This design comes from an exercise in tuning for small area, a short achievable clock period and few clock cycles on the open sky130 flow, not from production work.
In this exercise RTL edits were held to simulation tests only and were not proved equivalent to the original.
Power is estimated from default activity; no workload was simulated.

Design mem_ctrl_top, start of the top module:
module mem_ctrl_top (
  input  logic        clk,
  input  logic        rst,
  input  logic        req_valid,
  output logic        req_ready,
  input  logic        req_we,
  input  logic [7:0]  req_addr,
  input  logic [31:0] req_wdata,
  input  logic [3:0]  req_be,
  output logic        rsp_valid,
  input  logic        rsp_ready,
  output logic [31:0] rsp_rdata,
  output logic        rsp_err,
  output logic        busy
);
==> module mem_ctrl_param, before the edit <==
module mem_ctrl_param #(
  parameter int DATA_W = 8,
  parameter int ADDR_W = 8,
  parameter int DEPTH  = 256,
  parameter int RD_LAT = 1
) (
  input  logic                clk,
  input  logic                rst,
  input  logic                req_valid,
  output logic                req_ready,
  input  logic                req_we,
  input  logic [ADDR_W-1:0]   req_addr,
  input  logic [DATA_W-1:0]   req_wdata,
  input  logic [DATA_W/8-1:0] req_be,
  output logic                rsp_valid,
  input  logic                rsp_ready,
  output logic [DATA_W-1:0]   rsp_rdata,
  output logic                rsp_err,
  output logic                busy
);
  localparam int NB = DATA_W / 8;
  localparam int PB = 0;
  localparam int SW = DATA_W + PB;      
  localparam logic [ADDR_W:0] DEPTH_L = (ADDR_W+1)'(DEPTH);
  localparam int NG = 4;                            
  localparam int GS = (DEPTH + NG - 1) / NG;        
  localparam int QD = 4;
  localparam int OW = $clog2(QD + 1);
  logic              accept, take;
  logic              ready_q, busy_q;
  logic              full_q;            
  logic [OW-1:0]     outs_q, outs_d;
  logic              a_valid;           
  logic              a_wr;              
  logic              a_we, a_oor;
  logic [DEPTH-1:0]  a_sel;             
  logic [DATA_W-1:0] a_wdata;
  logic [NB-1:0]     a_be;
  logic              b_valid;
  logic              b_we, b_oor;
  logic [SW-1:0]     b_grp [NG];
  logic [DEPTH*SW-1:0] mem_flat;
  logic [SW-1:0]     grp_d [NG];
  logic [SW-1:0]     rd_word;
  logic [DATA_W-1:0] res_data;
  logic              res_err, rd_perr;
  logic [DATA_W-1:0] q_d [QD];
  logic              q_e [QD];
  logic              out_valid, out_err;
  logic [DATA_W-1:0] out_data;
  assign req_ready = ready_q;
  assign busy      = busy_q;
  assign rsp_valid = out_valid;
  assign rsp_rdata = out_data;
  assign rsp_err   = out_err;
  assign accept = req_valid && !full_q;
  assign take   = (q_n != '0) && rsp_ready;    
  always_ff @(posedge clk) begin
    a_wr    <= accept && req_we && ({1'b0, req_addr} < DEPTH_L);
    a_we    <= req_we;
    a_oor   <= ({1'b0, req_addr} >= DEPTH_L);
    a_wdata <= req_wdata;
    a_be    <= req_be;
    for (int w = 0; w < DEPTH; w++) a_sel[w] <= (req_addr == ADDR_W'(w));
  end
  for (genvar w = 0; w < DEPTH; w++) begin : g_word
    logic [SW-1:0] word_q;
    always_ff @(posedge clk) begin
      for (int b = 0; b < NB; b++) begin
        if (a_wr && a_sel[w] && a_be[b]) begin
          word_q[8*b +: 8] <= a_wdata[8*b +: 8];
          if (PB != 0) word_q[DATA_W + (b % (PB + 1))] <= ^a_wdata[8*b +: 8];
        end
      end
    end
    assign mem_flat[w*SW +: SW] = word_q;
  end
  always_comb begin
    for (int g = 0; g < NG; g++) begin
      grp_d[g] = '0;
      for (int w = g * GS; w < (g + 1) * GS && w < DEPTH; w++)
        grp_d[g] = grp_d[g] | ({SW{a_sel[w]}} & mem_flat[w*SW +: SW]);
    end
  end
  always_ff @(posedge clk) begin
    b_we  <= a_we;
    b_oor <= a_oor;
    for (int g = 0; g < NG; g++) b_grp[g] <= grp_d[g];
  end
  always_comb begin
    rd_word = '0;
    for (int g = 0; g < NG; g++) rd_word = rd_word | b_grp[g];
    rd_perr = 1'b0;
    for (int b = 0; b < PB; b++)
      rd_perr = rd_perr | (^{rd_word[8*b +: 8], rd_word[DATA_W + b]});
  end
  assign res_data = b_we ? '0 : rd_word[DATA_W-1:0];
  assign res_err  = b_oor || (!b_we && rd_perr);
  always_comb begin
    outs_d = outs_q + OW'(accept) - OW'(take);
  end
  always_ff @(posedge clk or posedge rst) begin
    if (rst) begin
      a_valid <= 1'b0;
      b_valid <= 1'b0;
      ready_q <= 1'b1;
      full_q  <= 1'b0;
      busy_q  <= 1'b0;
      outs_q  <= '0;
    end else begin
      a_valid <= accept;
      b_valid <= a_valid;
      ready_q <= (outs_d < OW'(QD));
      full_q  <= (outs_d >= OW'(QD));
      busy_q  <= (outs_d != '0);
      outs_q  <= outs_d;
    end
  end
  localparam int PW = $clog2(QD);
  logic [PW-1:0] wr_ptr, rd_ptr, rd_ptr_d;
  logic [OW-1:0] q_n, q_left;
  assign rd_ptr_d = rd_ptr + PW'(take);
  assign q_left   = q_n - OW'(take);
  always_ff @(posedge clk or posedge rst) begin
    if (rst) begin
      wr_ptr    <= '0;
      rd_ptr    <= '0;
      q_n       <= '0;
      out_valid <= 1'b0;
    end else begin
      wr_ptr    <= wr_ptr + PW'(b_valid);
      rd_ptr    <= rd_ptr_d;
      q_n       <= q_left + OW'(b_valid);
      out_valid <= (q_left != '0) || b_valid;
    end
  end
  always_ff @(posedge clk) begin
    if (b_valid) begin
      q_d[wr_ptr] <= res_data;
      q_e[wr_ptr] <= res_err;
    end
    if (q_left == '0) begin
      out_data <= res_data;
      out_err  <= res_err;
    end else begin
      out_data <= q_d[rd_ptr_d];
      out_err  <= q_e[rd_ptr_d];
    end
  end
endmodule
==> flow/config.mk <==
export PLATFORM = sky130hd
export DESIGN_NAME = mem_ctrl_top
export DESIGN_NICKNAME = mem_ctrl_top
export VERILOG_FILES = /design/flow/design.v
export SDC_FILE = /design/flow/constraint.sdc
export NUM_CORES = 4
export LEC_CHECK = 0
export CAP_MARGIN = 20
export CORE_MARGIN = 2
export CORE_UTILIZATION = 45
export CTS_BUF_LIST = sky130_fd_sc_hd__clkbuf_8 sky130_fd_sc_hd__clkbuf_16
export CTS_CLUSTER_DIAMETER = 100
export CTS_CLUSTER_SIZE = 30
export SETUP_SLACK_MARGIN = 3.0
export SLEW_MARGIN = 20
export SYNTH_MEMORY_MAX_BITS = 8192
==> flow/constraint.sdc <==
create_clock -name core_clock -period 6.0 [get_ports {clk}]
set_input_delay 1.2000 -clock core_clock [delete_from_list [all_inputs] [get_ports {clk}]]
set_output_delay 1.2000 -clock core_clock [all_outputs]
set_load 0.01 [all_outputs]
run.sh (not shown) runs the stock make flow with config.mk's settings and CLKGATE_MAP_FILE= SYNTH_SCRIPT=/design/flow/synth_recipe.tcl, a recipe that flattens the netlist after the stock synthesis.
The first run completed without violations.
Testbench counts at the start, summed over its fixed seeds: cycles 4,824.
Next try:
--- a/flow/design.v
+++ b/flow/design.v
@@ -28,7 +28,6 @@
   localparam int OW = $clog2(QD + 1);
   logic              accept, take;
   logic              ready_q, busy_q;
-  logic              full_q;            
   logic [OW-1:0]     outs_q, outs_d;
   logic              a_valid;           
   logic              a_wr;              
@@ -53,8 +52,8 @@
   assign rsp_valid = out_valid;
   assign rsp_rdata = out_data;
   assign rsp_err   = out_err;
-  assign accept = req_valid && !full_q;
-  assign take   = (q_n != '0) && rsp_ready;    
+  assign accept = req_valid && ready_q;
+  assign take   = out_valid && rsp_ready;
   always_ff @(posedge clk) begin
     a_wr    <= accept && req_we && ({1'b0, req_addr} < DEPTH_L);
     a_we    <= req_we;
@@ -104,14 +103,12 @@
       a_valid <= 1'b0;
       b_valid <= 1'b0;
       ready_q <= 1'b1;
-      full_q  <= 1'b0;
       busy_q  <= 1'b0;
       outs_q  <= '0;
     end else begin
       a_valid <= accept;
       b_valid <= a_valid;
       ready_q <= (outs_d < OW'(QD));
-      full_q  <= (outs_d >= OW'(QD));
       busy_q  <= (outs_d != '0);
       outs_q  <= outs_d;
     end
After rerunning: The changed run finished but failed the layout checks on max-slew violations. Non-clock buffer count climbs by 13. Sequential share of layout area barely changes. Cell area stays flat. Clock-buffer cell count drops by 4. Via count climbs by 0.93%. Sequential power is about the same. Total power barely changes. Final cell count hardly moves.
Testbench counts after the change, summed over its fixed seeds: cycles 4,824.

-- afterwards: timing with drivers on the ports --
No port has a modelled driver above. Below, the same layouts with a new extraction and two added sets of constraints. Step 1 assumes that a clkbuf_16 drives the clock port and a buf_2 every other input. Step 2 moves the port delays by t, midway between the first and last clock arrival at a register: inputs arrive t later, outputs are due t later. That takes back most of the time a late clock gives input paths. a / b / c = no drivers / after step 1 / after step 2; a / b = the first two.
| run | t, ns | slack for setup (ns) | worst slew at a driven data input, ns |
|---|---|---|---|
| the first run | 1.131 | 2.978 / 2.877 / 2.088 | 0.37 |
| the second run | 1.110 | 2.902 / 2.791 / 2.071 | 0.39 |
For the first run, which loses most, drivers alone change the setup slack by -0.101 ns; drivers and shift together by -0.890 ns.
